Background: an optimization exercise with open tools, aiming at small area. Do not read the settings as production practice.
The RTL was checked by simulation tests, not by an equivalence proof against the original design.
No activity file was given, so power comes from the tool's default toggle rates.

### flow/flow/run.sh
#!/bin/bash
# Standard ORFS layout with two changes: ports are buffered with the
# smallest buffer, and clock-tree synthesis uses large sink clusters without
# dummy loads. Each step's output goes to its own log in this folder.
set -euo pipefail
export BUFFER_PORTS_ARGS="-buffer_cell sky130_fd_sc_hd__buf_1"
export CTS_ARGS="-sink_clustering_enable -repair_clock_nets -dont_use_dummy_load -sink_clustering_size 40 -sink_clustering_max_diameter 60 -buf_list {sky130_fd_sc_hd__clkbuf_16}"
bash standard.sh synth > synth.log 2>&1
bash standard.sh floorplan > floorplan.log 2>&1
bash standard.sh place > place.log 2>&1
bash standard.sh cts > cts.log 2>&1
bash standard.sh finish > finish.log 2>&1
### flow/standard.sh
#!/bin/bash
# synth_recipe.tcl (not shown) runs the flow's synth.tcl, then flattens the netlist and writes it again
# the make line also repeats each setting of config.mk as NAME=value (left out here)
make -C /OpenROAD-flow-scripts/flow DESIGN_CONFIG=/design/flow/config.mk WORK_HOME=/design/flow/orfs CLKGATE_MAP_FILE= SYNTH_SCRIPT=/design/flow/synth_recipe.tcl "${@:-finish}"
### flow/config.mk
export PLATFORM = sky130hd
export DESIGN_NAME = cpu_top
export DESIGN_NICKNAME = cpu_top
export VERILOG_FILES = /design/flow/design.v
export SDC_FILE = /design/flow/constraint.sdc
export NUM_CORES = 4
export LEC_CHECK = 0
export CAP_MARGIN = 20
export CORE_MARGIN = 2
export CORE_UTILIZATION = 30
export SLEW_MARGIN = 20
### flow/constraint.sdc
create_clock -name core_clock -period 10.0 [get_ports {clk}]
set_input_delay 2.0000 -clock core_clock [delete_from_list [all_inputs] [get_ports {clk}]]
set_output_delay 2.0000 -clock core_clock [all_outputs]
set_load 0.01 [all_outputs]
### flow/design.v
module cpu_multicycle #(
  parameter int DW   = 32,
  parameter int NREG = 32,
  parameter int PCW  = 8
) (
  input  logic             clk,
  input  logic             clrn,
  output logic             imem_req,
  output logic [PCW-1:0]   imem_addr,
  input  logic             imem_valid,
  input  logic [31:0]      imem_inst,
  output logic [PCW-1:0]   pc,
  output logic [DW-1:0]    alu_out,
  output logic             zf_out,
  output logic             sf_out,
  output logic             cf_out,
  output logic             retire,
  output logic             halted
);
  localparam logic [2:0] S_FETCH = 3'd0;
  localparam logic [2:0] S_EXEC  = 3'd1;
  localparam logic [2:0] S_PASS  = 3'd2;
  localparam logic [2:0] S_SH1   = 3'd3;
  localparam logic [2:0] S_SH2   = 3'd4;
  localparam logic [2:0] S_RET   = 3'd5;
  localparam logic [2:0] S_HALT  = 3'd6;
  logic [2:0]  st;
  logic [4:0]  ph;
  logic        clr_q;
  logic        req_q;
  logic [7:0]  pc_q;
  logic [31:0] ir;
  logic [4:0]  q_ph;
  logic [4:0]  s_q;
  logic        inst_sh;
  logic [31:0] alu_q;
  logic        zf_q, sf_q, cf_q;
  logic        c_q, z_acc;
  logic [30:0] dl;
  logic [30:0] tl;
  logic [5:0] op;
  logic is_add, is_sub, is_and, is_or, is_xor, is_shl, is_shr;
  logic is_addi, is_andi, is_ori, is_alu, is_sh, is_halt, is_imm, is_arith;
  assign op       = ir[31:26];
  assign is_add   = (op == 6'h00);
  assign is_sub   = (op == 6'h01);
  assign is_and   = (op == 6'h02);
  assign is_or    = (op == 6'h03);
  assign is_xor   = (op == 6'h04);
  assign is_shl   = (op == 6'h05);
  assign is_shr   = (op == 6'h06);
  assign is_addi  = (op == 6'h08);
  assign is_andi  = (op == 6'h09);
  assign is_ori   = (op == 6'h0A);
  assign is_halt  = (op == 6'h3F);
  assign is_imm   = is_addi | is_andi | is_ori;
  assign is_arith = is_add | is_sub | is_addi;
  assign is_alu   = is_arith | is_and | is_or | is_xor | is_andi | is_ori;
  assign is_sh    = is_shl | is_shr;
  logic [31:0] col0;
  logic [31:1] we;
  logic        wbit, wr_en;
  logic        ra_bit, rb_bit;
  logic [4:0]  rc_idx;
  assign rc_idx  = ir[25:21];
  assign col0[0] = 1'b0;
  genvar g;
  for (g = 1; g < 32; g++) begin : g_rf
    logic [31:0] r;
    assign we[g] = clr_q | (wr_en & (rc_idx == 5'(g)));
    always_ff @(posedge clk) r <= {(we[g] ? wbit : r[0]), r[31:1]};
    assign col0[g] = r[0];
  end
  assign ra_bit = col0[ir[20:16]] & ~clr_q;
  assign rb_bit = col0[ir[15:11]] & ~clr_q;
  logic first, alu_go, alu_run;
  logic imm_bit, b, bx, cin, sum, cout, alu_res;
  assign first   = (st == S_EXEC);
  assign alu_go  = first & is_alu & (ph == 5'd0);
  assign alu_run = alu_go | (st == S_PASS);
  assign imm_bit = ph[4] ? (is_addi & ir[15]) : ir[ph[3:0]];
  assign b       = is_imm ? imm_bit : rb_bit;
  assign bx      = b ^ is_sub;
  assign cin     = first ? is_sub : c_q;
  assign sum     = ra_bit ^ bx ^ cin;
  assign cout    = (ra_bit & bx) | (cin & (ra_bit ^ bx));
  always_comb begin
    if (is_and | is_andi)     alu_res = ra_bit & b;
    else if (is_or | is_ori)  alu_res = ra_bit | b;
    else if (is_xor)          alu_res = ra_bit ^ b;
    else                      alu_res = sum;
  end
  logic [4:0]  s_eff, d_a, d_b, jj;
  logic [31:0] taps;
  logic        nz, tap_a, tap_b, lt_a, lt_b, sh_a, sh_b, last;
  for (g = 0; g < 5; g++) begin : g_s
    assign s_eff[g] = (ph == 5'(g)) ? rb_bit : s_q[g];
  end
  assign nz    = |s_eff;
  assign d_a   = is_shl ? s_eff : (5'd0 - s_eff);
  assign d_b   = q_ph + d_a;
  assign jj    = ph - q_ph;
  assign taps  = {dl, ra_bit};
  assign tap_a = taps[d_a];
  assign tap_b = taps[d_b];
  assign lt_a  = (ph < d_a);
  assign lt_b  = (jj < d_a);
  assign sh_a  = tap_a & ~(is_shl ? lt_a : (nz & ~lt_a));
  assign sh_b  = tap_b & ~(is_shl ? lt_b : (nz & ~lt_b));
  assign last  = ((ph + 5'd1) == q_ph);
  logic res_a, res_b, sh_run;
  assign sh_run = (st == S_SH2);
  assign res_a  = is_sh ? sh_a : alu_res;
  assign res_b  = is_sh ? sh_b : alu_res;
  assign wr_en  = alu_run | sh_run;
  assign wbit   = res_a & ~clr_q;
  logic c_next, zcur, cf_val, commit;
  assign c_next = alu_run ? cout : ((sh_run & (ph == 5'd0)) ? (tap_a & nz) : c_q);
  assign zcur   = (first ? 1'b1 : z_acc) & ~res_b;
  assign cf_val = is_arith ? (cout ^ is_sub) : (is_shl & c_next);
  assign commit = ((st == S_PASS) & (ph == 5'd31)) | (sh_run & last);
  logic fetch_done, taken;
  logic [7:0] npc;
  assign fetch_done = (st == S_FETCH) & req_q & imem_valid;
  always_comb begin
    case (op)
      6'h10:   taken = 1'b1;
      6'h11:   taken = zf_q;
      6'h12:   taken = sf_q;
      6'h13:   taken = cf_q;
      default: taken = 1'b0;
    endcase
  end
  assign npc = taken ? ir[25:18] : (pc_q + 8'd1);
  always_ff @(posedge clk or negedge clrn) begin
    if (!clrn) begin
      st    <= S_FETCH;
      ph    <= 5'd0;
      clr_q <= 1'b1;
      req_q <= 1'b1;
      pc_q  <= 8'd0;
      alu_q <= 32'd0;
      zf_q  <= 1'b0;
      sf_q  <= 1'b0;
      cf_q  <= 1'b0;
    end else begin
      ph <= ph + 5'd1;
      if (ph == 5'd31) clr_q <= 1'b0;
      case (st)
        S_FETCH: if (fetch_done) begin
          req_q <= 1'b0;
          st    <= S_EXEC;
        end
        S_EXEC: begin
          if (is_halt)       st <= S_HALT;
          else if (is_sh)    st <= S_SH1;
          else if (is_alu)   begin if (ph == 5'd0) st <= S_PASS; end
          else               st <= S_RET;
        end
        S_PASS: if (ph == 5'd31) st <= S_RET;
        S_SH1:  if (last) st <= S_SH2;
        S_SH2:  if (last) st <= S_RET;
        S_RET: begin
          pc_q  <= npc;
          req_q <= 1'b1;
          st    <= S_FETCH;
        end
        default: st <= S_HALT;
      endcase
      if (commit) begin
        alu_q <= {res_b, tl};
        zf_q  <= zcur;
        sf_q  <= res_b;
        cf_q  <= cf_val;
      end
    end
  end
  assign inst_sh = (imem_inst[31:26] == 6'h05) | (imem_inst[31:26] == 6'h06);
  assign q_ph    = ir[4:0];
  assign s_q     = ir[9:5];
  always_ff @(posedge clk) begin
    if (fetch_done) begin
      ir[31:10] <= imem_inst[31:10];
      ir[4:0]   <= inst_sh ? ph : imem_inst[4:0];
    end
    for (int k = 0; k < 5; k++)
      if (fetch_done) ir[5+k] <= imem_inst[5+k];
      else if (is_sh & (ph == 5'(k))) ir[5+k] <= rb_bit;
    c_q   <= c_next;
    z_acc <= (st == S_SH1) ? 1'b1 : zcur;
    dl    <= {dl[29:0], ra_bit};
    tl    <= {res_b, tl[30:1]};
  end
  assign imem_req  = req_q & clrn;
  assign imem_addr = pc_q;
  assign pc        = pc_q;
  assign alu_out   = alu_q;
  assign zf_out    = zf_q;
  assign sf_out    = sf_q;
  assign cf_out    = cf_q;
  assign retire    = (st == S_RET);
  assign halted    = (st == S_HALT);
endmodule
module cpu_top (
  input  logic        clk,
  input  logic        clrn,
  output logic        imem_req,
  output logic [7:0]  imem_addr,
  input  logic        imem_valid,
  input  logic [31:0] imem_inst,
  output logic [7:0]  pc,
  output logic [31:0] alu_out,
  output logic        zf_out,
  output logic        sf_out,
  output logic        cf_out,
  output logic        retire,
  output logic        halted
);
  cpu_multicycle #(.DW(32), .NREG(32), .PCW(8)) u_core (
    .clk       (clk),
    .clrn      (clrn),
    .imem_req  (imem_req),
    .imem_addr (imem_addr),
    .imem_valid(imem_valid),
    .imem_inst (imem_inst),
    .pc        (pc),
    .alu_out   (alu_out),
    .zf_out    (zf_out),
    .sf_out    (sf_out),
    .cf_out    (cf_out),
    .retire    (retire),
    .halted    (halted)
  );
endmodule
==> results of run 1 <==
## routing by layer
metal  global-route usage  wire length [um]  up-vias
li1                     -                 -     6248
met1                0.140             23900     6272
met2                0.139             19400      255
met3               0.0161              2020       73
met4               0.0315              1210        0
met5                    0                 0        -
## how the worst min path moves through the flow
| stage | startpoint | to | slack, ps | cells past startpoint |
|---|---|---|---|---|
| 2_1_floorplan | u_core.g_rf[10].r[1]$_DFF_P_ | u_core.g_rf[10].r[0]$_DFF_P_ | 310 | 0 |
| 3_3_place_gp | u_core.g_rf[22].r[3]$_DFF_P_ | u_core.g_rf[22].r[2]$_DFF_P_ | 310 | 0 |
| 3_5_place_dp | u_core.g_rf[11].r[10]$_DFF_P_ | u_core.g_rf[11].r[9]$_DFF_P_ | 310 | 0 |
| 4_1_cts | u_core.g_rf[12].r[27]$_DFF_P_ | u_core.g_rf[12].r[26]$_DFF_P_ | 260 | 0 |
| 5_1_grt | u_core.g_rf[29].r[27]$_DFF_P_ | u_core.g_rf[29].r[26]$_DFF_P_ | 260 | 0 |
| 6_report | u_core.g_rf[12].r[27]$_DFF_P_ | u_core.g_rf[12].r[26]$_DFF_P_ | 270 | 0 |
## flip-flops by register name, indices dropped and copies added, names as in the netlist
| register | flops |
|---|---|
| u_core.g_rf.r | 992 |
| u_core.ir | 32 |
| u_core.alu_q | 31 |
| u_core.dl | 31 |
| u_core.tl | 31 |
| u_core.pc_q | 8 |
| u_core.ph | 5 |
| u_core.st | 3 |
| u_core.c_q | 1 |
| u_core.cf_q | 1 |
| u_core.clr_q | 1 |
| u_core.req_q | 1 |
| u_core.sf_q | 1 |
| u_core.z_acc | 1 |
| u_core.zf_q | 1 |
## cell families (layout without fill, tap and decap cells)
kind of cell | Yosys count | after routing | synth area share
other cells | 0 | 1 | 0
compound gates | 182 | 182 | 0.0459
fa+ha+maj | 28 | 28 | 0.0129
xor+xnor | 19 | 19 | 0.00585
simple gates | 254 | 254 | 0.0442
flops | 1140 | 1140 | 0.823
buf+inv | 91 | 175 | 0.0162
mux | 110 | 110 | 0.0522
## power groups by stage
stage / sequential, uW / clock (uW) / combinational (uW)
after global placement: 5020 / 0 / 678
after detailed placement: 5030 / 0 / 684
final: 4930 / 2100 / 683
after global routing: 4960 / 2350 / 753
after CTS: 4930 / 2190 / 687
after floorplan: 4960 / 0 / 531
## critical path: stages, from the launching register on
cell	delay (ps)
edfxtp_1	790
mux4_1	650
o221ai_1	230
a41o_1	590
o21ai_4	220
inv_2	170
ha_1	200
a21oi_1	70
xnor2_1	150
nand2_1	80
o21a_1	330
nand2_1	210
inv_1	240
ha_1	310
a21oi_1	160
xor2_1	330
mux4_2	560
nor2b_1	140
nor3_1	100
a31o_2	290
mux2_2	260
## layout by cell type, fill, tap and decap left out, drive strengths merged, types with 8 or more instances in the layout
cell type	n
and2	8
nand3	32
mux2	38
a21o	10
clkbuf	50
dfrtp	50
nor2b	11
nand2b	8
o21ai	39
nor3	13
ha	22
mux2i	46
dfxtp	1056
nand2	77
a21oi	45
nor2	59
edfxtp	32
mux4	26
a41o	30
inv	26
xnor2	12
buf	98
## final cells by class
class | instances | area [um^2] | area share
Sequential cell | 1140 | 23400 | 0.746
Multi-Input combinational cell | 593 | 4620 | 0.147
Tap cell | 1254 | 1570 | 0.0500
Clock buffer | 49 | 1230 | 0.0391
Timing Repair Buffer | 99 | 434 | 0.0138
Inverter | 27 | 101 | 0.00323
Antenna cell | 1 | 2.50 | 0.0000798
## metrics by stage
stage / area [um^2] / power, uW / util / setup slack (ps) / hold slack (ps)
finish: 31400 / 7710 / 0.335 / 3750 / 266
global route: 31400 / 8060 / 0.335 / 3270 / 263
CTS: 31400 / 7810 / 0.335 / 3740 / 258
detailed placement: 30100 / 5720 / 0.322 / 3770 / 312
global placement: 30100 / 5700 / 0.321 / 3830 / 310
floorplan: 28400 / 5490 / - / 4910 / 310
==> results.json, run 1 <==
{
  "min_path_type": "register to register",
  "ctsHoldBuffers": 0,
  "post_cts_buffers": 0,
  "r2r_cells": 20,
  "htree_num_levels": 2,
  "period_needed_ps": 6250,
  "r2r_start": "u_core.ir[11]$_DFFE_PP_",
  "via_per_inst": 4.06,
  "crit_end": "u_core.sf_q$_DFFE_PN0P_",
  "gp_congestion": 0.860,
  "fin_worst_skew_ps": 68.4,
  "dieArea_um2": 97300,
  "synth_nets": 1884,
  "tightest_slew_ps": 1070,
  "row_count": 112,
  "clk_pin_slew_ps": 90,
  "ys_seq_area_frac": 0.823,
  "antenna_found_initial": 5,
  "clk-insertion-delay-late_ps": 620,
  "die_w_um": 312,
  "avgSynthCellArea_um2": 15.6,
  "ys_ff_latch": 1140,
  "grtUsageTotal": 0.0947,
  "ff2ff_setup_slack_ps": 3750,
  "reg2reg_to": "u_core.sf_q$_DFFE_PN0P_",
  "power_density_nw_per_um2": 246,
  "internal_power_uw": 5900,
  "drc": 0,
  "io_pins": 89,
  "rsz0062_at_grt": "false",
  "cp_max_fo": 15,
  "grt_pass1_vias": 12700,
  "ys_types": 81,
  "setup_tns_ps": 0,
  "synth.top_cells.by_area": "dfxtp_1 (74%), dfrtp_1 (4.4%), edfxtp_1 (3.4%)",
  "instances_no_fill": 3163,
  "io_buffers": 88,
  "timing.slew.headroom": 0.287,
  "clock-root-buffer": "clkbuf_16",
  "crit_required_ps": 10440,
  "clockBufferDepth": 3,
  "post_cts_resized": 0,
  "final_max_slew_viol_count": 0,
  "cts_tree": "yes",
  "ys.flop_type": "dfxtp_1",
  "crit_arrival_ps": 6680,
  "synthCells": 1824,
  "syn_area_um2": 28400,
  "worstSetupPathType": "register to register",
  "leakage_uw": 0.0125,
  "core_um2": 93600,
  "hpwl_um": 30900,
  "start_kind": "register",
  "fin_crit_sh": 0.625,
  "grt_remaining_overflow": 0,
  "wl_per_cell_um": 14.7,
  "fmax_mhz": 160,
  "cp-end-kind": "register",
  "fill_cells": 9094,
  "die_h_um": 312,
  "numCtsBuffers": 49,
  "drt_iter0_markers": 843,
  "route.vias.total": 12800,
  "synth-edff-count": 32,
  "layout-drive-gt1-share": 0.0765,
  "setup_viol": 0,
  "status": "finished clean",
  "ir_worst_vdd_uv": 127,
  "synthToLayoutAreaGrowth_pct": 10.2,
  "clock_power_share": 0.273,
  "async_flop_share": 0.0456,
  "clock_sinks": 1140,
  "hold_violations": 0,
  "maxCapViolations": 0,
  "swShare": 0.235,
  "worstSetupStartpoint": "u_core.ir[11]$_DFFE_PP_",
  "p_seq_frac": 0.639,
  "nets": 1970,
  "drtPass1Iterations": 5,
  "ys_warn_count": 1,
  "drt_wl_total_um": 46500,
  "post-synth-top-count-cell": "dfxtp_1",
  "place_inst": 3113,
  "combPwrFrac": 0.088,
  "start_util": 0.304,
  "grt_pass1_wl_um": 73500,
  "synth_top_cell_by_area": "dfxtp_1",
  "switchingPower_uw": 1820,
  "final_antenna_net_count": 0,
  "synthTopCellsByCount": "dfxtp_1 (1056), nand2_1 (77), nor2_1 (59)",
  "grt_max_degree": 52,
  "netlist.area_leader.share": 0.743
}
==> run 2, diff against run 1 <==
--- a/flow/design.v
+++ b/flow/design.v
@@ -37,3 +37,3 @@
   logic        zf_q, sf_q, cf_q;
-  logic        c_q, z_acc;
+  logic        c_q, z_acc, mb_q;
   logic [30:0] dl;
@@ -66,2 +66,8 @@
   assign col0[0] = 1'b0;
+  logic [3:0] pre_lo;
+  logic [7:0] pre_hi;
+  always_comb begin
+    for (int k = 0; k < 4; k++) pre_lo[k] = clr_q | (rc_idx[1:0] == 2'(k));
+    for (int k = 0; k < 8; k++) pre_hi[k] = clr_q | (wr_en & (rc_idx[4:2] == 3'(k)));
+  end
   genvar g;
@@ -69,3 +75,3 @@
     logic [31:0] r;
-    assign we[g] = clr_q | (wr_en & (rc_idx == 5'(g)));
+    assign we[g] = pre_lo[g % 4] & pre_hi[g / 4];
     always_ff @(posedge clk) r <= {(we[g] ? wbit : r[0]), r[31:1]};
@@ -92,5 +98,5 @@
   end
-  logic [4:0]  s_eff, d_a, d_b, jj;
+  logic [4:0]  s_eff, d_a, d_b;
   logic [31:0] taps;
-  logic        nz, tap_a, tap_b, lt_a, lt_b, sh_a, sh_b, last;
+  logic        nz, tap_a, tap_b, lt_a, mask_b, sh_a, sh_b, last;
   for (g = 0; g < 5; g++) begin : g_s
@@ -101,3 +107,2 @@
   assign d_b   = q_ph + d_a;
-  assign jj    = ph - q_ph;
   assign taps  = {dl, ra_bit};
@@ -106,5 +111,5 @@
   assign lt_a  = (ph < d_a);
-  assign lt_b  = (jj < d_a);
+  assign mask_b = (mb_q & nz) ^ ((ph == d_b) & nz);
   assign sh_a  = tap_a & ~(is_shl ? lt_a : (nz & ~lt_a));
-  assign sh_b  = tap_b & ~(is_shl ? lt_b : (nz & ~lt_b));
+  assign sh_b  = tap_b & ~mask_b;
   assign last  = ((ph + 5'd1) == q_ph);
@@ -190,2 +195,3 @@
     z_acc <= (st == S_SH1) ? 1'b1 : zcur;
+    mb_q  <= (st == S_SH1) ? is_shl : mask_b;
     dl    <= {dl[29:0], ra_bit};
--- a/flow/flow/run.sh
+++ b/flow/flow/run.sh
@@ -6,3 +6,3 @@
 export BUFFER_PORTS_ARGS="-buffer_cell sky130_fd_sc_hd__buf_1"
-export CTS_ARGS="-sink_clustering_enable -repair_clock_nets -dont_use_dummy_load -sink_clustering_size 40 -sink_clustering_max_diameter 60 -buf_list {sky130_fd_sc_hd__clkbuf_16}"
+export CTS_ARGS="-sink_clustering_enable -repair_clock_nets -dont_use_dummy_load -sink_clustering_size 20 -sink_clustering_max_diameter 40 -buf_list {sky130_fd_sc_hd__clkbuf_8}"
 bash standard.sh synth > synth.log 2>&1
--- a/flow/config.mk
+++ b/flow/config.mk
@@ -7,5 +7,7 @@
 export LEC_CHECK = 0
+export ABC_AREA = 1
 export CAP_MARGIN = 20
 export CORE_MARGIN = 2
-export CORE_UTILIZATION = 30
+export CORE_UTILIZATION = 55
+export PLACE_DENSITY = 0.8
 export SLEW_MARGIN = 20
==> run 2 against run 1 <==
Critical path type unchanged. Largest cell class unchanged. Non-clock buffer count is 5 lower. Still clean. Clock-buffer cell count increased by 45. Largest power group unchanged. Fmax rose by 13%. Sequential power decreased by 7.5%. Die area shrank 46%. Power is 13% lower. First-iteration DRC count up 6.0%.
==> results.json, run 2 <==
{
  "gp_congestion": 0.858,
  "crit_required_ps": 10470,
  "ctsHoldBuffers": 0,
  "synthToLayoutAreaGrowth_pct": 8.13,
  "final_common_cell": "dfxtp_1",
  "synth_top_cell_by_area": "dfxtp_1",
  "reg_top3": "u_core.g_rf.r: 992 flops, u_core.ir: 32 flops",
  "final-seq-area_um2": 23400,
  "post_cts_resized": 0,
  "power_density_nw_per_um2": 221,
  "min_path_type": "register to register",
  "grt_remaining_overflow": 0,
  "core_um2": 50200,
  "final_max_slew_viol_count": 0,
  "synth.top_cells.by_area": "dfxtp_1 (76%), dfrtp_1 (4.5%), nand2_1 (3.8%)",
  "netlist.area_leader.share": 0.756,
  "via_per_inst": 4.77,
  "wl_per_cell_um": 15.8,
  "clock-root-buffer": "clkbuf_8",
  "drt_wl_total_um": 45800,
  "hpwl_um": 29900,
  "clock_power_share": 0.315,
  "place_inst": 2810,
  "synthTopCellsByCount": "dfxtp_1 (1057), nand2_1 (284), inv_1 (142)",
  "cp_max_fo": 18,
  "switchingPower_uw": 1270,
  "drtPass1Iterations": 5,
  "swShare": 0.191,
  "avgSynthCellArea_um2": 13.4,
  "synthCells": 2084,
  "ys_warn_count": 1,
  "final_antenna_net_count": 0,
  "layout-drive-gt1-share": 0.0623,
  "die_h_um": 230,
  "status": "finished clean",
  "grt_max_degree": 54,
  "synth_mux_area_frac": 0.000357,
  "tightest_slew_ps": 1220,
  "final_area_um2": 30300,
  "synth_nets": 2139,
  "cts_tree": "yes",
  "io_pins": 89,
  "clk-insertion-delay-late_ps": 710,
  "period_needed_ps": 5530,
  "leakage_uw": 0.0128,
  "ys_seq_area_frac": 0.837,
  "async_flop_share": 0.0456,
  "hold_violations": 0,
  "synth_compound_area_frac": 0.0357,
  "grtUsageTotal": 0.178,
  "synth-edff-count": 32,
  "ir_worst_vdd_uv": 157,
  "crit_arrival_ps": 6000,
  "htree_num_levels": 3,
  "synth_xor_area_frac": 0.00567,
  "final_cell_mix": "dfxtp_1 (1057), nand2_1 (284), inv_1 (142)",
  "ys.flop_type": "dfxtp_1",
  "post-synth-top-count-cell": "dfxtp_1",
  "combPwrFrac": 0.002,
  "setup_viol": 0,
  "drc": 0,
  "postPlaceCellArea_um2": 29000,
  "numCtsBuffers": 94,
  "ys_ff_latch": 1141,
  "multiInputGateArea_um2": 3770,
  "ys_types": 49,
  "worstSetupPathType": "register to register",
  "start_kind": "register",
  "regMostFlops": "u_core.g_rf.r",
  "fin_crit_sh": 0.553,
  "largest_register_ffs": 992,
  "yosys.area_share.simple": 0.0835,
  "fill_cells": 3740,
  "antenna_found_initial": 1,
  "drt_iter0_markers": 894,
  "synth_top_family_by_area": "simple AND/OR/NAND/NOR gates",
  "route.vias.total": 13900,
  "timing.slew.headroom": 0.186,
  "clockBufferDepth": 3,
  "nets": 2289,
  "io_buffers": 88,
  "instances_no_fill": 2905,
  "die_w_um": 230,
  "post_cts_buffers": 0,
  "synthAdderAreaFrac": 0.00947,
  "fin_worst_skew_ps": 154,
  "p_seq_frac": 0.683,
  "clock_sinks": 1141,
  "start_util": 0.558,
  "row_count": 82,
  "clk_pin_slew_ps": 90,
  "p_total_uw": 6680,
  "grt_pass1_wl_um": 73500,
  "fmax_mhz": 181,
  "rsz0062_at_grt": "false",
  "internal_power_uw": 5400,
  "grt_pass1_vias": 13900,
  "setup_tns_ps": 0,
  "dieArea_um2": 52700,
  "cp-end-kind": "register",
  "maxCapViolations": 0,
  "syn_area_um2": 28000
}
## run 2: cell count changes after synthesis, moves of 14 or more
cell / delta
a41o_1: -30
nand2_1: +207
nor2_1: +20
o21ai_0: +68
mux4_2: -24
mux2i_1: -45
clkbuf_1: -14
inv_1: +117
mux2_2: -37
nand3_1: +77
a21oi_1: +16
## run 2: worst paths after layout
check,start,endpoint,slack (ps),cells past startpoint
max in group asynchronous,clrn,u_core.ph[2]$_DFF_PN0_,8030,2
worst min-delay path,u_core.g_rf[17].r[30]$_DFF_P_,u_core.g_rf[17].r[29]$_DFF_P_,240,0
worst max register to register,u_core.ph[0]$_DFF_PN0_,u_core.sf_q$_DFFE_PN0P_,4470,23
min in group asynchronous,clrn,u_core.pc_q[4]$_DFFE_PN0P_,1450,2
worst min register to register,u_core.g_rf[17].r[30]$_DFF_P_,u_core.g_rf[17].r[29]$_DFF_P_,240,0
worst max-delay path,u_core.ph[0]$_DFF_PN0_,u_core.sf_q$_DFFE_PN0P_,4470,23
## run 2: per-stage QoR
stage                     worst slack (ps)  utilization  hold WS, ps
after global routing                  3950        0.603          239
after floorplan                       5500            -          310
after global placement                4660        0.578          310
after detailed placement              4550        0.578          312
after CTS                             4560        0.603          233
final                                 4470        0.604          242
## run 2: power by group through the flow
stage	Sequential (uW)	Combinational [uW]	Clock [uW]
CTS	4560	12.6	2170
global route	4560	14.2	2350
global placement	4670	12.3	0
floorplan	4670	1.70	0
detailed placement	4670	12.6	0
finish	4560	12.2	2100
## run 2: layer usage
| metal | track usage | part of all wire | up-vias |
|---|---|---|---|
| met5 | 0 | 0 | - |
| met4 | 0.0777 | 0.032 | 0 |
| met3 | 0.0380 | 0.059 | 113 |
| met2 | 0.272 | 0.44 | 393 |
| met1 | 0.247 | 0.47 | 6532 |
| li1 | - | - | 6829 |
## run 2: worst max-delay path: stages (launching register included)
cell      delay [ps]
dfrtp_1          720
clkinv_1         430
ha_1             320
inv_1             70
nor2_1           140
or2_2            420
nand2_4          220
ha_1             180
or2_2            100
nand2_1          280
fa_1             860
clkinv_1         340
nand2_1          150
nand4_1           90
a21oi_1          130
o221ai_1         130
a21oi_1          200
nand2_1           70
nand2_1           50
nand3_1           80
nand2_1           70
nand2_1           50
nand2_1          160
o21ai_0          100
## run 2: layout make-up
cell class / instances / area share
inverters: 150 / 0.0187
diodes: 1 / 0.0000826
flip-flops and latches: 1141 / 0.774
repair buffers: 94 / 0.0124
well taps: 672 / 0.0278
clock buffers: 94 / 0.0427
multi-input cells: 753 / 0.125
## run 2: logic make-up after synthesis
kind of cell / Yosys count
simple gates: 529
flops: 1141
compound gates: 187
xor+xnor: 16
fa+ha+maj: 20
buf+inv: 190
mux: 1
==> run 3, diff against run 2 <==
--- a/flow/flow/run.sh
+++ b/flow/flow/run.sh
@@ -6,3 +6,3 @@
 export BUFFER_PORTS_ARGS="-buffer_cell sky130_fd_sc_hd__buf_1"
-export CTS_ARGS="-sink_clustering_enable -repair_clock_nets -dont_use_dummy_load -sink_clustering_size 20 -sink_clustering_max_diameter 40 -buf_list {sky130_fd_sc_hd__clkbuf_8}"
+export CTS_ARGS="-sink_clustering_enable -repair_clock_nets -dont_use_dummy_load -sink_clustering_size 35 -sink_clustering_max_diameter 50 -buf_list {sky130_fd_sc_hd__clkbuf_16}"
 bash standard.sh synth > synth.log 2>&1
==> run 3 against run 2 <==
First-iteration DRC count rose by 4.3%. Power rose by 3.4%. Still clean on timing, DRC and antenna. Utilization rose by 0.36 points. Via count fell by 0.84%.
==> results.json, run 3 <==
{
  "status": "finished clean",
  "grt_max_degree": 54,
  "highest_layer": "met4",
  "crit_required_ps": 10430,
  "grt_pass1_wl_um": 75500,
  "ys_ff_latch": 1141,
  "final_max_slew_viol_count": 0,
  "clock-root-buffer": "clkbuf_16",
  "synthTopCellsByCount": "dfxtp_1 (1057), nand2_1 (284), inv_1 (142)",
  "post_cts_buffers": 0,
  "ys.flop_type": "dfxtp_1",
  "fmax_mhz": 180,
  "hold_violations": 0,
  "wl_per_cell_um": 16.6,
  "synth.top_cells.by_area": "dfxtp_1 (76%), dfrtp_1 (4.5%), nand2_1 (3.8%)",
  "via_per_inst": 4.79,
  "drc": 0,
  "final_common_cell": "dfxtp_1",
  "crit_chain": "clkinv_1 -> ha_1 -> inv_1 -> nor2_1 -> or2_2 -> nand2_4 -> ha_1 -> or2_2 -> nand2_1 -> fa_1 -> clkinv_1 -> nand2_1 -> nand4_1 -> a21oi_1 -> o221ai_1 -> a21oi_1 -> nand2_1 -> nand2_1 -> nand3_1 -> nand2_1 -> nand2_1 -> nand2_1 -> o21ai_0",
  "maxCapViolations": 0,
  "netlist.area_leader.share": 0.756,
  "drt-met1-wl_um": 21800,
  "power_density_nw_per_um2": 227,
  "antenna_found_initial": 0,
  "hpwl_um": 29900,
  "post-synth-top-count-cell": "dfxtp_1",
  "drtPass1Iterations": 5,
  "tightest_slew_ps": 1200,
  "cp-end-kind": "register",
  "cts_tree": "yes",
  "ctsHoldBuffers": 0,
  "worstSetupPathType": "register to register",
  "reg_top3": "u_core.g_rf.r: 992 flops, u_core.ir: 32 flops",
  "cp_max_fo": 18,
  "ys_types": 49,
  "fin_worst_skew_ps": 124,
  "leakage_uw": 0.0129,
  "place_inst": 2810,
  "dr_wl_met2_um": 22000,
  "synth-edff-count": 32,
  "multiInputGateArea_um2": 3770,
  "die_w_um": 230,
  "cp_slowest_stage_delay_ps": 870,
  "rsz0062_at_grt": "false",
  "clk-insertion-delay-late_ps": 650,
  "r2r_cells": 23,
  "min_path_type": "register to register",
  "fill_cells": 3712,
  "start_kind": "register",
  "dieArea_um2": 52700,
  "regMostFlops": "u_core.g_rf.r",
  "setup_viol": 0,
  "ys_warn_count": 1,
  "die_h_um": 230,
  "fin_crit_sh": 0.555,
  "grtUsageTotal": 0.183,
  "grt_remaining_overflow": 0,
  "whs_path_depth": 0,
  "final_cell_mix": "dfxtp_1 (1057), nand2_1 (284), inv_1 (142)",
  "htree_num_levels": 2,
  "route.vias.total": 13800,
  "io_pins": 89,
  "synthCells": 2084,
  "syn_area_um2": 28000,
  "row_count": 82,
  "period_needed_ps": 5550,
  "grt_pass1_vias": 13900,
  "setup_tns_ps": 0,
  "clock_sinks": 1141,
  "numCtsBuffers": 59,
  "post_cts_resized": 0,
  "io_buffers": 88,
  "ys_seq_area_frac": 0.837,
  "crit_arrival_ps": 5990,
  "core_um2": 50200,
  "largest_register_ffs": 992,
  "synth_nets": 2139,
  "drt_iter0_markers": 932,
  "start_util": 0.558,
  "crit_top_cell": "nand2_1",
  "synth_top_cell_by_area": "dfxtp_1",
  "timing.slew.headroom": 0.198,
  "instances_no_fill": 2869,
  "async_flop_share": 0.0456,
  "gp_congestion": 0.858,
  "clockBufferDepth": 3,
  "ir_worst_vdd_uv": 220,
  "synthToLayoutAreaGrowth_pct": 8.78,
  "final_antenna_net_count": 0,
  "clk_pin_slew_ps": 70,
  "final-seq-area_um2": 23400,
  "insertedDiodeCount": 0,
  "slowest_stage": "fa_1",
  "avgSynthCellArea_um2": 13.4,
  "layout-drive-gt1-share": 0.0473,
  "drt_wl_total_um": 47700,
  "dr_wl_met3_um": 2460,
  "nets": 2254
}
==> run 3: cell counts after synthesis <==
No cell type changed its count.
==> run 3: stage by stage <==
| step | instance area [um^2] | hold WS, ps | utilization | setup WS, ps | power, uW |
|---|---|---|---|---|---|
| after global routing | 30500 | 269 | 0.607 | 3930 | 7110 |
| after global placement | 29000 | 310 | 0.578 | 4660 | 4680 |
| after detailed placement | 29000 | 312 | 0.578 | 4550 | 4680 |
| after CTS | 30500 | 264 | 0.607 | 4540 | 6960 |
| final | 30500 | 262 | 0.607 | 4450 | 6900 |
| after floorplan | 28000 | 310 | - | 5500 | 4670 |
==> run 3: power breakdown <==
part	switching [uW]	internal [uW]
Clock	1280	1040
Combinational	8.24	4.14
Sequential	0	4560
Total	1290	5610
==> run 3: final cells by class <==
class	instances	share of cell area
clock buffer	59	0.0485
sequential	1141	0.769
tap	672	0.0276
multi-input combinational	753	0.124
inverter	150	0.0186
timing repair buffer	94	0.0124
==> run 3: path summary, 6_finish.rpt <==
path | start | end | slack (ps)
max in group asynchronous | clrn | u_core.alu_q[4]$_DFFE_PN0P_ | 8020
hold reg to reg | u_core.g_rf[9].r[31]$_DFF_P_ | u_core.g_rf[9].r[30]$_DFF_P_ | 260
setup reg to reg | u_core.ph[0]$_DFF_PN0_ | u_core.sf_q$_DFFE_PN0P_ | 4450
min in group asynchronous | clrn | u_core.alu_q[16]$_DFFE_PN0P_ | 1520
setup / recovery | u_core.ph[0]$_DFF_PN0_ | u_core.sf_q$_DFFE_PN0P_ | 4450
hold / removal | u_core.g_rf[9].r[31]$_DFF_P_ | u_core.g_rf[9].r[30]$_DFF_P_ | 260
==> run 3: critical path, delay by kind of cell, from the launching register on <==
kind	cells	cell delay, ps
AOI/OAI and AO/OA	4	560
adders and majority gates	3	1370
buffers and inverters	3	840
DFF	1	710
and+or+nand+nor	13	1890
==> run 3: kinds of logic (layout without fill, tap and decap cells) <==
| group | after synthesis | count (layout) | share of synthesized area |
|---|---|---|---|
| flip-flops | 1141 | 1141 | 0.837 |
| AND/OR/NAND/NOR | 529 | 529 | 0.0835 |
| buffers and inverters | 190 | 303 | 0.0287 |
| AO/OA/AOI/OAI | 187 | 187 | 0.0357 |
| adder cells (fa/ha/maj) | 20 | 20 | 0.00947 |
| XOR/XNOR | 16 | 16 | 0.00567 |
| multiplexers | 1 | 1 | 0.000357 |
==> run 3: per-layer routing <==
metal | vias up | track usage
met5 | - | 0
met4 | 0 | 0.0666
met3 | 97 | 0.0319
met2 | 368 | 0.293
met1 | 6526 | 0.252
li1 | 6759 | -
==> run 4, diff against run 3 <==
--- a/flow/flow/run.sh
+++ b/flow/flow/run.sh
@@ -6,3 +6,3 @@
 export BUFFER_PORTS_ARGS="-buffer_cell sky130_fd_sc_hd__buf_1"
-export CTS_ARGS="-sink_clustering_enable -repair_clock_nets -dont_use_dummy_load -sink_clustering_size 35 -sink_clustering_max_diameter 50 -buf_list {sky130_fd_sc_hd__clkbuf_16}"
+export CTS_ARGS="-sink_clustering_enable -repair_clock_nets -dont_use_dummy_load -sink_clustering_size 32 -sink_clustering_max_diameter 60 -buf_list {sky130_fd_sc_hd__clkbuf_16}"
 bash standard.sh synth > synth.log 2>&1
==> run 4 against run 3 <==
Non-clock buffer count unchanged. Critical path depth up 3. Clock power down about 10%. Via count down 0.64%. Flip-flop and latch count unchanged. Synthesized area unchanged. Power down 3.4%. Utilization down 0.60 points. Critical path type unchanged. Still clean. Register-to-register slack about the same. Worst hold slack better by 9.8 ps. Routed wire length down 0.53%.
==> results.json, run 4 <==
{
  "async_flop_share": 0.0456,
  "drtPass1Iterations": 5,
  "cp_slowest_stage_delay_ps": 860,
  "ys.flop_type": "dfxtp_1",
  "place_inst": 2810,
  "netlist.area_leader.share": 0.756,
  "ctsHoldBuffers": 0,
  "htree_num_levels": 2,
  "ys_warn_count": 1,
  "avgSynthCellArea_um2": 13.4,
  "drt_wl_total_um": 47400,
  "antenna_found_initial": 0,
  "synthTopCellsByCount": "dfxtp_1 (1057), nand2_1 (284), inv_1 (142)",
  "fin_ws_ps": 4450,
  "cts_tree": "yes",
  "grt_remaining_overflow": 0,
  "rsz0062_at_grt": "false",
  "setup_viol": 0,
  "drt_iter0_markers": 913,
  "hpwl_um": 29900,
  "crit_family": "simple AND/OR/NAND/NOR gates",
  "ys_types": 49,
  "ys_ff_latch": 1141,
  "worstSetupPathType": "register to register",
  "clk-insertion-delay-late_ps": 640,
  "crit_end": "u_core.sf_q$_DFFE_PN0P_",
  "r2r_start": "u_core.ir[11]$_DFFE_PP_",
  "final_antenna_net_count": 0,
  "hold_violations": 0,
  "post-synth-top-count-cell": "dfxtp_1",
  "gp_congestion": 0.858,
  "tightest_slew_ps": 1210,
  "grt_pass1_vias": 13600,
  "final_common_cell": "dfxtp_1",
  "post_cts_resized": 0,
  "syn_area_um2": 28000,
  "ys_seq_area_frac": 0.837,
  "cp_max_fo": 17,
  "synthToLayoutAreaGrowth_pct": 7.70,
  "wl_per_cell_um": 16.6,
  "layout-drive-gt1-share": 0.0421,
  "synth_top_cell_by_area": "dfxtp_1",
  "leakage_uw": 0.0127,
  "clockBufferDepth": 3,
  "worstSetupStartpoint": "u_core.ir[11]$_DFFE_PP_",
  "nets": 2242,
  "fin_crit_sh": 0.555,
  "insertedDiodeCount": 0,
  "row_count": 82,
  "clk_pin_slew_ps": 110,
  "reg2reg_to": "u_core.sf_q$_DFFE_PN0P_",
  "ir_worst_vdd_uv": 174,
  "reg_top3": "u_core.g_rf.r: 992 flops, u_core.ir: 32 flops",
  "synth-edff-count": 32,
  "fin_worst_skew_ps": 99.9,
  "min_path_type": "register to register",
  "grtUsageTotal": 0.182,
  "instances_no_fill": 2857,
  "dp_slack_ps": 4550,
  "grt_pass1_wl_um": 74700,
  "io_pins": 89,
  "die_h_um": 230,
  "core_um2": 50200,
  "synth_compound_area_frac": 0.0357,
  "post_cts_buffers": 0,
  "die_w_um": 230,
  "regMostFlops": "u_core.g_rf.r",
  "numCtsBuffers": 47,
  "timing.slew.headroom": 0.193,
  "start_util": 0.558,
  "route.vias.total": 13700,
  "start_kind": "register",
  "crit_arrival_ps": 5970,
  "ff2ff_setup_slack_ps": 4450,
  "r2r_cells": 26,
  "yosys.area_share.simple": 0.0835,
  "io_buffers": 88,
  "synthAdderAreaFrac": 0.00947,
  "dieArea_um2": 52700,
  "synthCells": 2084,
  "path_buf_inv": 2,
  "fin_util": 0.601,
  "maxCapViolations": 0,
  "power_density_nw_per_um2": 221,
  "slowest_stage": "fa_1",
  "status": "finished clean",
  "clock_sinks": 1141,
  "clock-root-buffer": "clkbuf_16",
  "largest_register_ffs": 992,
  "via_per_inst": 4.78,
  "drc": 0,
  "synth_mux_area_frac": 0.000357,
  "synth_top_family_by_area": "simple AND/OR/NAND/NOR gates",
  "setup_tns_ps": 0,
  "crit_required_ps": 10410,
  "cp.depth": 26,
  "p_total_uw": 6670,
  "synth_nets": 2139,
  "period_needed_ps": 5550,
  "final_cell_mix": "dfxtp_1 (1057), nand2_1 (284), inv_1 (142)",
  "synth.top_cells.by_area": "dfxtp_1 (76%), dfrtp_1 (4.5%), nand2_1 (3.8%)",
  "grt_max_degree": 54,
  "fmax_mhz": 180,
  "final_max_slew_viol_count": 0,
  "cp-end-kind": "register",
  "crit_top_cell": "nand2_1",
  "synth_xor_area_frac": 0.00567
}
==> run 4: cell counts after synthesis <==
No cell type changed its count.
==> run 4: layout make-up <==
| cell class | instances | area, um^2 |
|---|---|---|
| fillers | 3727 | 20000 |
| clock buffers | 47 | 1180 |
| well taps | 672 | 841 |
| repair buffers | 94 | 377 |
| flip-flops and latches | 1141 | 23400 |
| multi-input cells | 753 | 3770 |
| inverters | 150 | 566 |
==> run 4: metrics by stage <==
step                      hold WS (ps)  cell area (um^2)
after CTS                          266             30200
after detailed placement           312             29000
final                              272             30200
after global routing               273             30200
after floorplan                    310             28000
after global placement             310             29000
==> run 4: cells by family after synthesis <==
family,count (synthesis)
adder cells (fa/ha/maj),20
flip-flops,1141
XOR/XNOR,16
AO/OA/AOI/OAI,187
AND/OR/NAND/NOR,529
multiplexers,1
buffers and inverters,190
==> run 4: metal layers <==
metal | track usage | routed length, um
met1 | 0.251 | 21900
met2 | 0.290 | 21700
met3 | 0.0334 | 2440
met4 | 0.0645 | 1350
met5 | 0 | 0
==> run 4: how the worst min path moves through the flow <==
stage | start | to | slack, ps | cells past startpoint
after global routing | u_core.g_rf[9].r[31]$_DFF_P_ | u_core.g_rf[9].r[30]$_DFF_P_ | 270 | 0
after floorplan | u_core.g_rf[10].r[1]$_DFF_P_ | u_core.g_rf[10].r[0]$_DFF_P_ | 310 | 0
after global placement | u_core.g_rf[9].r[23]$_DFF_P_ | u_core.g_rf[9].r[22]$_DFF_P_ | 310 | 0
after CTS | u_core.g_rf[9].r[31]$_DFF_P_ | u_core.g_rf[9].r[30]$_DFF_P_ | 270 | 0
after detailed placement | u_core.g_rf[25].r[21]$_DFF_P_ | u_core.g_rf[25].r[20]$_DFF_P_ | 310 | 0
final | u_core.g_rf[9].r[31]$_DFF_P_ | u_core.g_rf[9].r[30]$_DFF_P_ | 270 | 0
==> run 4: worst reg2reg max path, cell delays in order (launching register included) <==
cell,delay [ps]
edfxtp_1,800
inv_4,220
nand2_1,130
nand3_1,80
nand3_1,120
nand3_1,130
nand3_2,150
nand3_4,140
nand2_4,180
nand2_4,150
ha_1,340
or2_2,100
nand2_1,290
fa_1,860
clkinv_1,350
nand2_1,150
nand4_1,90
a21oi_1,130
o221ai_1,130
a21oi_1,190
nand2_1,70
nand2_1,50
nand3_1,80
nand2_1,70
nand2_1,50
nand2_1,160
o21ai_0,100
==> run 4: power breakdown <==
part	leakage [uW]	switching, uW	internal [uW]
Clock	0.000579	1250	846
Combinational	0.00256	8.19	4.14
Sequential	0.00956	0	4560
Total	0.0127	1250	5410
==> run 5, diff against run 4 <==
--- a/flow/flow/run.sh
+++ b/flow/flow/run.sh
@@ -6,3 +6,3 @@
 export BUFFER_PORTS_ARGS="-buffer_cell sky130_fd_sc_hd__buf_1"
-export CTS_ARGS="-sink_clustering_enable -repair_clock_nets -dont_use_dummy_load -sink_clustering_size 32 -sink_clustering_max_diameter 60 -buf_list {sky130_fd_sc_hd__clkbuf_16}"
+export CTS_ARGS="-sink_clustering_enable -repair_clock_nets -dont_use_dummy_load -sink_clustering_size 35 -sink_clustering_max_diameter 60 -buf_list {sky130_fd_sc_hd__clkbuf_16}"
 bash standard.sh synth > synth.log 2>&1
==> run 5 against run 4 <==
Sequential share of layout area up 0.058 points. Utilization about the same. Critical endpoint unchanged. Worst hold slack worse by 23 ps. Largest power group unchanged. Critical path type unchanged. Final area about the same.
==> results.json, run 5 <==
{
  "io_buffers": 88,
  "tightest_slew_ps": 1150,
  "async_flop_share": 0.0456,
  "layout-drive-gt1-share": 0.0417,
  "slowest_stage": "fa_1",
  "period_needed_ps": 5580,
  "drt_wl_total_um": 46400,
  "maxCapViolations": 0,
  "ys_ff_latch": 1141,
  "gp_congestion": 0.858,
  "ys_seq_area_frac": 0.837,
  "clockBufferDepth": 3,
  "worstSetupPathType": "register to register",
  "ys.flop_type": "dfxtp_1",
  "status": "finished clean",
  "synthTopCellsByCount": "dfxtp_1 (1057), nand2_1 (284), inv_1 (142)",
  "nets": 2241,
  "avgSynthCellArea_um2": 13.4,
  "drc": 0,
  "start_util": 0.558,
  "die_h_um": 230,
  "io_pins": 89,
  "fin_worst_skew_ps": 97.9,
  "final_cell_mix": "dfxtp_1 (1057), nand2_1 (284), inv_1 (142)",
  "synth.top_cells.by_area": "dfxtp_1 (76%), dfrtp_1 (4.5%), nand2_1 (3.8%)",
  "synth_nets": 2139,
  "ctsHoldBuffers": 0,
  "regMostFlops": "u_core.g_rf.r",
  "dieArea_um2": 52700,
  "antenna_found_initial": 0,
  "hold_violations": 0,
  "die_w_um": 230,
  "grt_max_degree": 54,
  "fin_util": 0.601,
  "post_cts_buffers": 0,
  "drt_iter0_markers": 920,
  "setup_tns_ps": 0,
  "synth-edff-count": 32,
  "crit_required_ps": 10420,
  "fmax_mhz": 179,
  "grt_pass1_wl_um": 73500,
  "post-synth-top-count-cell": "dfxtp_1",
  "core_um2": 50200,
  "clock-root-buffer": "clkbuf_16",
  "ys_warn_count": 1,
  "grtUsageTotal": 0.179,
  "clk_pin_slew_ps": 120,
  "final_antenna_net_count": 0,
  "htree_num_levels": 2,
  "instances_no_fill": 2857,
  "ir_worst_vdd_uv": 208,
  "cp_slowest_stage_delay_ps": 860,
  "crit_arrival_ps": 6000,
  "hpwl_um": 29900,
  "clk-insertion-delay-late_ps": 640,
  "start_kind": "register",
  "row_count": 82,
  "drtPass1Iterations": 5,
  "synth_top_cell_by_area": "dfxtp_1",
  "synthCells": 2084,
  "wl_per_cell_um": 16.3,
  "ys_types": 49,
  "reg_top3": "u_core.g_rf.r: 992 flops, u_core.ir: 32 flops",
  "synthToLayoutAreaGrowth_pct": 7.62,
  "fill_cells": 3736,
  "setup_viol": 0,
  "route.vias.total": 13600,
  "clock_sinks": 1141,
  "grt_pass1_vias": 13500,
  "final_common_cell": "dfxtp_1",
  "final_max_slew_viol_count": 0,
  "grt_remaining_overflow": 0,
  "min_path_type": "register to register",
  "rsz0062_at_grt": "false",
  "crit_family": "simple AND/OR/NAND/NOR gates",
  "leakage_uw": 0.0127,
  "numCtsBuffers": 46,
  "cp_max_fo": 17,
  "place_inst": 2810,
  "path_buf_inv": 2,
  "largest_register_ffs": 992,
  "netlist.area_leader.share": 0.756,
  "fin_ws_ps": 4420,
  "power_density_nw_per_um2": 220,
  "crit_top_cell": "nand2_1",
  "post_cts_resized": 0,
  "timing.slew.headroom": 0.235,
  "via_per_inst": 4.78,
  "dp_slack_ps": 4550,
  "cts_tree": "yes",
  "fin_crit_sh": 0.558,
  "cp-end-kind": "register",
  "syn_area_um2": 28000
}
==> run 5: cell types whose count changed in the layout (fill, tap and decap cells not counted), sizes merged <==
| cell | previous run | this run |
|---|---|---|
| clkbuf | 48 | 47 |
| diode | 0 | 1 |
==> run 5: cell type report <==
class	instances	area [um^2]	share of cell area
Sequential cell	1141	23400	0.777
Multi-Input combinational cell	753	3770	0.125
Clock buffer	46	1150	0.0382
Tap cell	672	841	0.0279
Inverter	150	566	0.0188
Timing Repair Buffer	94	377	0.0125
Antenna cell	1	2.50	0.0000830
==> run 5: routing by layer <==
| layer | global-route usage | wire (um) | up-vias |
|---|---|---|---|
| met3 | 0.0315 | 2620 | 97 |
| met2 | 0.279 | 20800 | 378 |
| met4 | 0.0712 | 1570 | 0 |
| met1 | 0.249 | 21500 | 6422 |
| met5 | 0 | 0 | - |
| li1 | - | - | 6747 |
==> run 5: kinds of logic after synthesis <==
group	synth area share
AOI/OAI and AO/OA	0.0357
xor gates and xnor gates	0.00567
adders and majority gates	0.00947
buffers and inverters	0.0287
DFF	0.837
muxes	0.000357
and+or+nand+nor	0.0835
==> run 5: path summary, 6_finish.rpt <==
| kind | slack, ps | from | depth (start not counted) | to |
|---|---|---|---|---|
| min in group asynchronous | 1540 | clrn | 2 | u_core.alu_q[16]$_DFFE_PN0P_ |
| setup reg to reg | 4420 | u_core.ir[11]$_DFFE_PP_ | 26 | u_core.sf_q$_DFFE_PN0P_ |
| hold / removal | 250 | u_core.g_rf[26].r[8]$_DFF_P_ | 0 | u_core.g_rf[26].r[7]$_DFF_P_ |
| setup / recovery | 4420 | u_core.ir[11]$_DFFE_PP_ | 26 | u_core.sf_q$_DFFE_PN0P_ |
| hold reg to reg | 250 | u_core.g_rf[26].r[8]$_DFF_P_ | 0 | u_core.g_rf[26].r[7]$_DFF_P_ |
| max in group asynchronous | 8010 | clrn | 2 | u_core.ph[0]$_DFF_PN0_ |
==> run 5: stage by stage <==
step	total power [uW]	hold slack (ps)	instance area [um^2]
6_report	6640	248	30100
5_1_grt	6850	249	30100
4_1_cts	6700	255	30100
3_5_place_dp	4680	312	29000
3_3_place_gp	4680	310	29000
2_1_floorplan	4670	310	28000
==> run 5: where the power goes <==
group | switching (uW) | leakage, uW | total [uW] | internal [uW]
registers | 0 | 0.00956 | 4560 | 4560
logic | 8.13 | 0.00256 | 12.3 | 4.14
clock network | 1230 | 0.000567 | 2060 | 828
==> run 6, diff against run 5 <==
--- a/flow/design.v
+++ b/flow/design.v
@@ -67,3 +67,3 @@
   logic [3:0] pre_lo;
-  logic [7:0] pre_hi;
+  logic [7:0] pre_hi, wb_hi;
   always_comb begin
@@ -71,2 +71,3 @@
     for (int k = 0; k < 8; k++) pre_hi[k] = clr_q | (wr_en & (rc_idx[4:2] == 3'(k)));
+    for (int k = 0; k < 8; k++) wb_hi[k]  = pre_hi[k] & wbit;
   end
@@ -76,3 +77,3 @@
     assign we[g] = pre_lo[g % 4] & pre_hi[g / 4];
-    always_ff @(posedge clk) r <= {(we[g] ? wbit : r[0]), r[31:1]};
+    always_ff @(posedge clk) r <= {((r[0] & ~we[g]) | (pre_lo[g % 4] & wb_hi[g / 4])), r[31:1]};
     assign col0[g] = r[0];
--- a/flow/config.mk
+++ b/flow/config.mk
@@ -7,3 +7,2 @@
 export LEC_CHECK = 0
-export ABC_AREA = 1
 export CAP_MARGIN = 20
==> run 6 against run 5 <==
Still clean on timing, DRC and antenna. Critical path depth is 9 lower. Cell count is 13% lower. Routed wire length fell by 4.1%. Non-clock buffer count up 3. Worst setup slack got worse by 740 ps. Flip-flop and latch count unchanged. Clock-buffer cell count is the same. Synthesized area decreased by 0.59%. Fmax shrank 12%. Critical path type unchanged.
==> results.json, run 6 <==
{
  "ys_types": 75,
  "final_cell_mix": "dfxtp_1 (1057), buf_1 (87), o21ai_0 (62)",
  "post_cts_buffers": 0,
  "ff2ff_setup_slack_ps": 3680,
  "hold_end": "u_core.g_rf[5].r[0]$_DFF_P_",
  "p_total_uw": 8050,
  "synth_top_cell_by_area": "dfxtp_1",
  "post-synth-top-count-cell": "dfxtp_1",
  "htree_num_levels": 2,
  "worstSetupPathType": "register to register",
  "synth_nets": 1784,
  "clk-insertion-delay-late_ps": 620,
  "clockBufferDepth": 3,
  "rsz0062_at_grt": "false",
  "r2r_start": "u_core.ir[11]$_DFFE_PP_",
  "whs_path_depth": 0,
  "io_buffers": 88,
  "status": "finished clean",
  "fin_util": 0.598,
  "die_w_um": 229,
  "dieArea_um2": 52400,
  "insertedDiodeCount": 0,
  "final_max_slew_viol_count": 0,
  "ys_warn_count": 1,
  "start_kind": "register",
  "core_um2": 50100,
  "grt_pass1_vias": 12300,
  "dp_slack_ps": 3820,
  "drc": 0,
  "synthToLayoutAreaGrowth_pct": 7.58,
  "fin_crit_sh": 0.632,
  "timing.slew.headroom": 0.359,
  "reg2reg_to": "u_core.sf_q$_DFFE_PN0P_",
  "crit_required_ps": 10420,
  "layout-drive-gt1-share": 0.0766,
  "avgSynthCellArea_um2": 16.1,
  "regMostFlops": "u_core.g_rf.r",
  "instances_no_fill": 2487,
  "wl_per_cell_um": 17.9,
  "place_inst": 2440,
  "cp-end-kind": "register",
  "largest_register_ffs": 992,
  "synth-edff-count": 32,
  "grt_pass1_wl_um": 69300,
  "start_util": 0.556,
  "route.vias.total": 12200,
  "syn_area_um2": 27800,
  "row_count": 82,
  "reg_top3": "u_core.g_rf.r: 992 flops, u_core.ir: 32 flops",
  "drt_wl_total_um": 44500,
  "synthTopCellsByCount": "dfxtp_1 (1057), o21ai_0 (62), nand2_1 (53)",
  "ys.flop_type": "dfxtp_1",
  "min_from": "u_core.g_rf[5].r[1]$_DFF_P_",
  "power_density_nw_per_um2": 269,
  "synthCells": 1729,
  "min_path_type": "register to register",
  "post_cts_resized": 0,
  "ys_ff_latch": 1141,
  "io_pins": 89,
  "hpwl_um": 28700,
  "grt_remaining_overflow": 0,
  "netlist.area_leader.share": 0.760,
  "period_needed_ps": 6320,
  "ys_seq_area_frac": 0.841,
  "fin_worst_skew_ps": 107,
  "grt_max_degree": 54,
  "via_per_inst": 4.90,
  "antenna_found_initial": 1,
  "die_h_um": 229,
  "setup_tns_ps": 0,
  "clock-root-buffer": "clkbuf_16",
  "r2r_cells": 17,
  "ctsHoldBuffers": 0,
  "cts_tree": "yes",
  "numCtsBuffers": 46,
  "drt_iter0_markers": 735,
  "leakage_uw": 0.0119,
  "clk_pin_slew_ps": 110,
  "setup_viol": 0,
  "hold_violations": 0,
  "cp_max_fo": 14,
  "async_flop_share": 0.0456,
  "tightest_slew_ps": 949,
  "drtPass1Iterations": 5,
  "synth.top_cells.by_area": "dfxtp_1 (76%), dfrtp_1 (4.5%), edfxtp_1 (3.5%)",
  "clock_sinks": 1141,
  "nets": 1872,
  "fin_ws_ps": 3680,
  "final_antenna_net_count": 0,
  "crit_arrival_ps": 6740,
  "maxCapViolations": 0,
  "fmax_mhz": 158,
  "grtUsageTotal": 0.170,
  "final_common_cell": "dfxtp_1",
  "gp_congestion": 0.876,
  "ir_worst_vdd_uv": 235
}
run 6: cell types whose count changed after synthesis, sizes merged, moves of 14 or more:
| cell | delta |
|---|---|
| mux4 | +21 |
| mux2i | +39 |
| nor2b | +18 |
| nand2 | -237 |
| inv | -124 |
| a21oi | -19 |
| clkbuf | +14 |
| o41ai | +31 |
| mux2 | +44 |
| nand3 | -110 |
| o21ai | -42 |
| nor2 | -54 |
run 6: power breakdown:
| group | internal, uW | leakage (uW) | switching [uW] |
|---|---|---|---|
| Sequential | 4910 | 0.00952 | 228 |
| Clock | 828 | 0.000567 | 1220 |
| Combinational | 347 | 0.00179 | 519 |
run 6: worst max-delay path by stage:
stage                                          to  depth (start not counted)               startpoint
after floorplan           u_core.sf_q$_DFFE_PN0P_                         23   u_core.ph[0]$_DFF_PN0_
after global routing      u_core.sf_q$_DFFE_PN0P_                         17  u_core.ir[11]$_DFFE_PP_
after CTS                 u_core.sf_q$_DFFE_PN0P_                         17  u_core.ir[11]$_DFFE_PP_
after detailed placement  u_core.sf_q$_DFFE_PN0P_                         17  u_core.ir[11]$_DFFE_PP_
after global placement    u_core.sf_q$_DFFE_PN0P_                         19  u_core.ir[11]$_DFFE_PP_
final                     u_core.sf_q$_DFFE_PN0P_                         17  u_core.ir[11]$_DFFE_PP_
run 6: final cells by class:
| type | count | area [um^2] |
|---|---|---|
| fillers | 3679 | 20100 |
| flip-flops and latches | 1141 | 23400 |
| clock buffers | 46 | 1150 |
| inverters | 22 | 82.6 |
| well taps | 672 | 841 |
| multi-input cells | 509 | 4050 |
| repair buffers | 97 | 399 |
run 6: kinds of logic after synthesis:
logic type / Yosys count / share of synthesized area
multiplexers: 105 / 0.0492
AO/OA/AOI/OAI: 191 / 0.0475
flip-flops: 1141 / 0.841
AND/OR/NAND/NOR: 170 / 0.0317
XOR/XNOR: 23 / 0.00751
buffers and inverters: 79 / 0.0132
adder cells (fa/ha/maj): 20 / 0.00953
run 6: metal layers:
layer	global-route usage	part of all wire	vias up	routed length (um)
met4	0.0617	0.030	0	1330
met3	0.0279	0.044	77	1960
li1	-	-	5938	-
met2	0.275	0.46	282	20600
met1	0.233	0.46	5891	20700
met5	0	0	-	0
run 6: metrics by stage:
stage          area [um^2]  hold slack, ps
2_1_floorplan        27800             310
3_3_place_gp         28800             310
3_5_place_dp         28800             312
4_1_cts              29900             239
5_1_grt              29900             244
6_report             29900             237
run 6: critical path, stage by stage (launching register included):
cell and delay (ps):
edfxtp_1 760, mux4_2 570, mux2_2 280, a221oi_2 430
nor2_1 140, a21oi_4 470, ha_1 260, a21oi_1 130
nand2_1 140, o2111ai_2 440, ha_1 530, xor2_1 570
xor2_1 200, nand4_1 120, or3_1 360, a21o_1 190
a22o_1 230, mux2_2 280
==> run 7, diff against run 6 <==
--- a/flow/config.mk
+++ b/flow/config.mk
@@ -7,2 +7,3 @@
 export LEC_CHECK = 0
+export ABC_AREA = 1
 export CAP_MARGIN = 20
==> run 7 against run 6 <==
Synthesized cell count grew 19%. Global-route usage is 1.2 points higher. Synthesized area up 0.24%. Clock power barely moved. Routed wire length grew 6.8%. Critical endpoint unchanged.
==> results.json, run 7 <==
{
  "crit_top_cell": "nand2_1",
  "ys.flop_type": "dfxtp_1",
  "grtUsageTotal": 0.182,
  "io_pins": 89,
  "timing.slew.headroom": 0.249,
  "dieArea_um2": 52600,
  "crit_required_ps": 10450,
  "layout-drive-gt1-share": 0.0435,
  "clk-insertion-delay-late_ps": 650,
  "synth_top_cell_by_area": "dfxtp_1",
  "clock_sinks": 1141,
  "fin_worst_skew_ps": 108,
  "synth.top_cells.by_area": "dfxtp_1 (76%), dfrtp_1 (4.5%), nand2_1 (4.1%)",
  "cp-end-kind": "register",
  "hold_violations": 0,
  "grt_pass1_vias": 13300,
  "setup_viol": 0,
  "clock-root-buffer": "clkbuf_16",
  "power_density_nw_per_um2": 221,
  "clk_pin_slew_ps": 110,
  "grt_max_degree": 54,
  "ys_seq_area_frac": 0.839,
  "start_util": 0.556,
  "tightest_slew_ps": 1130,
  "start_kind": "register",
  "synth-edff-count": 32,
  "synthToLayoutAreaGrowth_pct": 7.82,
  "route.vias.total": 13500,
  "row_count": 82,
  "drtPass1Iterations": 6,
  "htree_num_levels": 2,
  "rsz0062_at_grt": "false",
  "clockBufferDepth": 3,
  "instances_no_fill": 2834,
  "grt_remaining_overflow": 0,
  "cts_tree": "yes",
  "syn_area_um2": 27900,
  "ys_types": 46,
  "reg_top3": "u_core.g_rf.r: 992 flops, u_core.ir: 32 flops",
  "post_cts_buffers": 0,
  "place_inst": 2785,
  "netlist.area_leader.share": 0.758,
  "fill_cells": 3748,
  "synthCells": 2059,
  "final_common_cell": "dfxtp_1",
  "synth_nets": 2114,
  "min_path_type": "register to register",
  "fin_hold_ws_ps": 262,
  "io_buffers": 88,
  "post_cts_resized": 0,
  "cp_max_fo": 19,
  "ctsHoldBuffers": 0,
  "antenna_found_initial": 0,
  "worstSetupPathType": "register to register",
  "p_total_uw": 6660,
  "final_max_slew_viol_count": 0,
  "ys_ff_latch": 1141,
  "grt_pass1_wl_um": 73800,
  "wl_per_cell_um": 16.8,
  "die_w_um": 229,
  "dp_slack_ps": 4560,
  "slowest_stage": "fa_1",
  "setup_tns_ps": 0,
  "numCtsBuffers": 47,
  "ys_warn_count": 1,
  "period_needed_ps": 5520,
  "final_antenna_net_count": 0,
  "fin_crit_sh": 0.552,
  "largest_register_ffs": 992,
  "cp_slowest_stage_delay_ps": 860,
  "post-synth-top-count-cell": "dfxtp_1",
  "hpwl_um": 30900,
  "final_cell_mix": "dfxtp_1 (1057), nand2_1 (307), inv_1 (126)",
  "async_flop_share": 0.0456,
  "crit_arrival_ps": 5970,
  "gp_congestion": 0.865,
  "core_um2": 50200,
  "maxCapViolations": 0,
  "die_h_um": 229,
  "via_per_inst": 4.76,
  "fin_ws_ps": 4480,
  "status": "finished clean",
  "crit_chain": "inv_1 -> ha_1 -> nand2_1 -> inv_1 -> nand2_2 -> nand2_4 -> ha_1 -> or2_2 -> nand2_1 -> fa_1 -> clkinv_1 -> a21oi_1 -> o21ai_0 -> o21ai_0 -> inv_1 -> nor2_1 -> o21ai_0 -> nand2_1 -> nor2_1 -> a31oi_1 -> nand2_1 -> nand2_1 -> nand2_1 -> o21ai_1",
  "fmax_mhz": 181,
  "drt_iter0_markers": 1026,
  "leakage_uw": 0.0124,
  "ir_worst_vdd_uv": 199,
  "drc": 0,
  "avgSynthCellArea_um2": 13.6,
  "regMostFlops": "u_core.g_rf.r",
  "synthTopCellsByCount": "dfxtp_1 (1057), nand2_1 (307), inv_1 (126)",
  "drt_wl_total_um": 47500,
  "nets": 2218
}
-- run 7: cell types whose count changed after synthesis, moves of 18 or more --
cell,delta
nor2_1,+23
inv_1,+107
mux2i_1,-39
mux2_2,-41
mux4_2,-21
o41ai_1,-30
nand2_1,+254
nor2b_1,-18
o21ai_0,+34
nand3_1,+75
o21ai_1,+33
-- run 7: worst max-delay path: cells and delay by family (launching register included) --
family	cells	cell delay, ps
AOI/OAI and AO/OA	6	840
and+or+nand+nor	11	1410
DFF	1	780
buffers and inverters	4	840
adders and majority gates	3	1520
-- run 7: cells by family (layout without fill, tap and decap cells) --
kind of cell / Yosys count / after routing / synth area share
XOR/XNOR: 16 / 16 / 0.00569
adder cells (fa/ha/maj): 20 / 20 / 0.00951
flip-flops: 1141 / 1141 / 0.839
other: 0 / 1 / 0
multiplexers: 1 / 1 / 0.000359
AO/OA/AOI/OAI: 205 / 205 / 0.0391
AND/OR/NAND/NOR: 504 / 504 / 0.0799
buffers and inverters: 172 / 274 / 0.0259
-- run 7: final cells by class --
cell class	instances	area (um^2)	share of cell area
sequential	1141	23400	0.779
multi-input combinational	746	3760	0.125
clock buffer	47	1180	0.0391
tap	672	841	0.0279
inverter	133	504	0.0168
timing repair buffer	94	374	0.0124
antenna	1	2.50	0.0000832
-- run 7: power breakdown --
group / switching [uW] / internal (uW) / total [uW]
Combinational: 11.3 / 4.13 / 15.4
Sequential: 0 / 4570 / 4570
Clock: 1240 / 845 / 2080
-- run 7: per-layer routing --
| metal | wire (um) | share of wire | track usage | vias to the layer above |
|---|---|---|---|---|
| met2 | 21800 | 0.46 | 0.294 | 340 |
| met3 | 2450 | 0.052 | 0.0359 | 107 |
| met1 | 21900 | 0.46 | 0.250 | 6365 |
| met5 | 0 | 0 | 0 | - |
| met4 | 1400 | 0.029 | 0.0556 | 0 |
| li1 | - | - | - | 6676 |
-- run 7: per-stage QoR --
| stage | area, um^2 | utilization |
|---|---|---|
| detailed placement | 28900 | 0.576 |
| global route | 30100 | 0.600 |
| global placement | 28900 | 0.576 |
| CTS | 30100 | 0.599 |
| finish | 30100 | 0.600 |
| floorplan | 27900 | - |
-- run 7: final timing paths --
| check | from | to | slack [ps] | cells after the start |
|---|---|---|---|---|
| worst max-delay path | u_core.ph[0]$_DFF_PN0_ | u_core.sf_q$_DFFE_PN0P_ | 4480 | 24 |
| worst min register to register | u_core.g_rf[29].r[23]$_DFF_P_ | u_core.g_rf[29].r[22]$_DFF_P_ | 260 | 0 |
| worst min-delay path | u_core.g_rf[29].r[23]$_DFF_P_ | u_core.g_rf[29].r[22]$_DFF_P_ | 260 | 0 |
| max in group asynchronous | clrn | u_core.alu_q[11]$_DFFE_PN0P_ | 7950 | 2 |
| min in group asynchronous | clrn | u_core.alu_q[25]$_DFFE_PN0P_ | 1500 | 2 |
| worst max register to register | u_core.ph[0]$_DFF_PN0_ | u_core.sf_q$_DFFE_PN0P_ | 4480 | 24 |

-- afterwards: timing with drivers on the ports --
How much do the figures lean on ideal ports? The routed layouts below were timed once more, with nothing changed but the port constraints. Step 1 assumes that a clkbuf_16 drives the clock port and a buf_2 every other input. Step 2, shift: input delay + t, output delay - t, t = (earliest + latest rising clock arrival at the registers) / 2. This alone moves slack from input paths to output paths. Three values: no drivers, after step 1, after step 2; two values: the first two.
run	t (ns)	setup slack, ns	hold slack, ns	worst register clock-pin slew, ns	worst slew at a driven data input, ns
run 1	0.654	3.754 / 3.754 / 3.754	0.266 / 0.266 / 0.266	0.13 / 0.13	0.08
run 2	0.706	4.475 / 4.475 / 4.475	0.242 / 0.242 / 0.242	0.11 / 0.11	0.07
run 3	0.655	4.449 / 4.449 / 4.449	0.262 / 0.262 / 0.262	0.12 / 0.12	0.07
run 4	0.646	4.449 / 4.449 / 4.449	0.272 / 0.272 / 0.272	0.11 / 0.11	0.07
run 5	0.652	4.423 / 4.423 / 4.423	0.248 / 0.248 / 0.248	0.12 / 0.12	0.08
run 6	0.625	3.684 / 3.684 / 3.684	0.237 / 0.237 / 0.237	0.12 / 0.12	0.08
run 7	0.648	4.478 / 4.478 / 4.478	0.262 / 0.262 / 0.262	0.12 / 0.12	0.05
After both steps setup and hold are still met in every run listed.
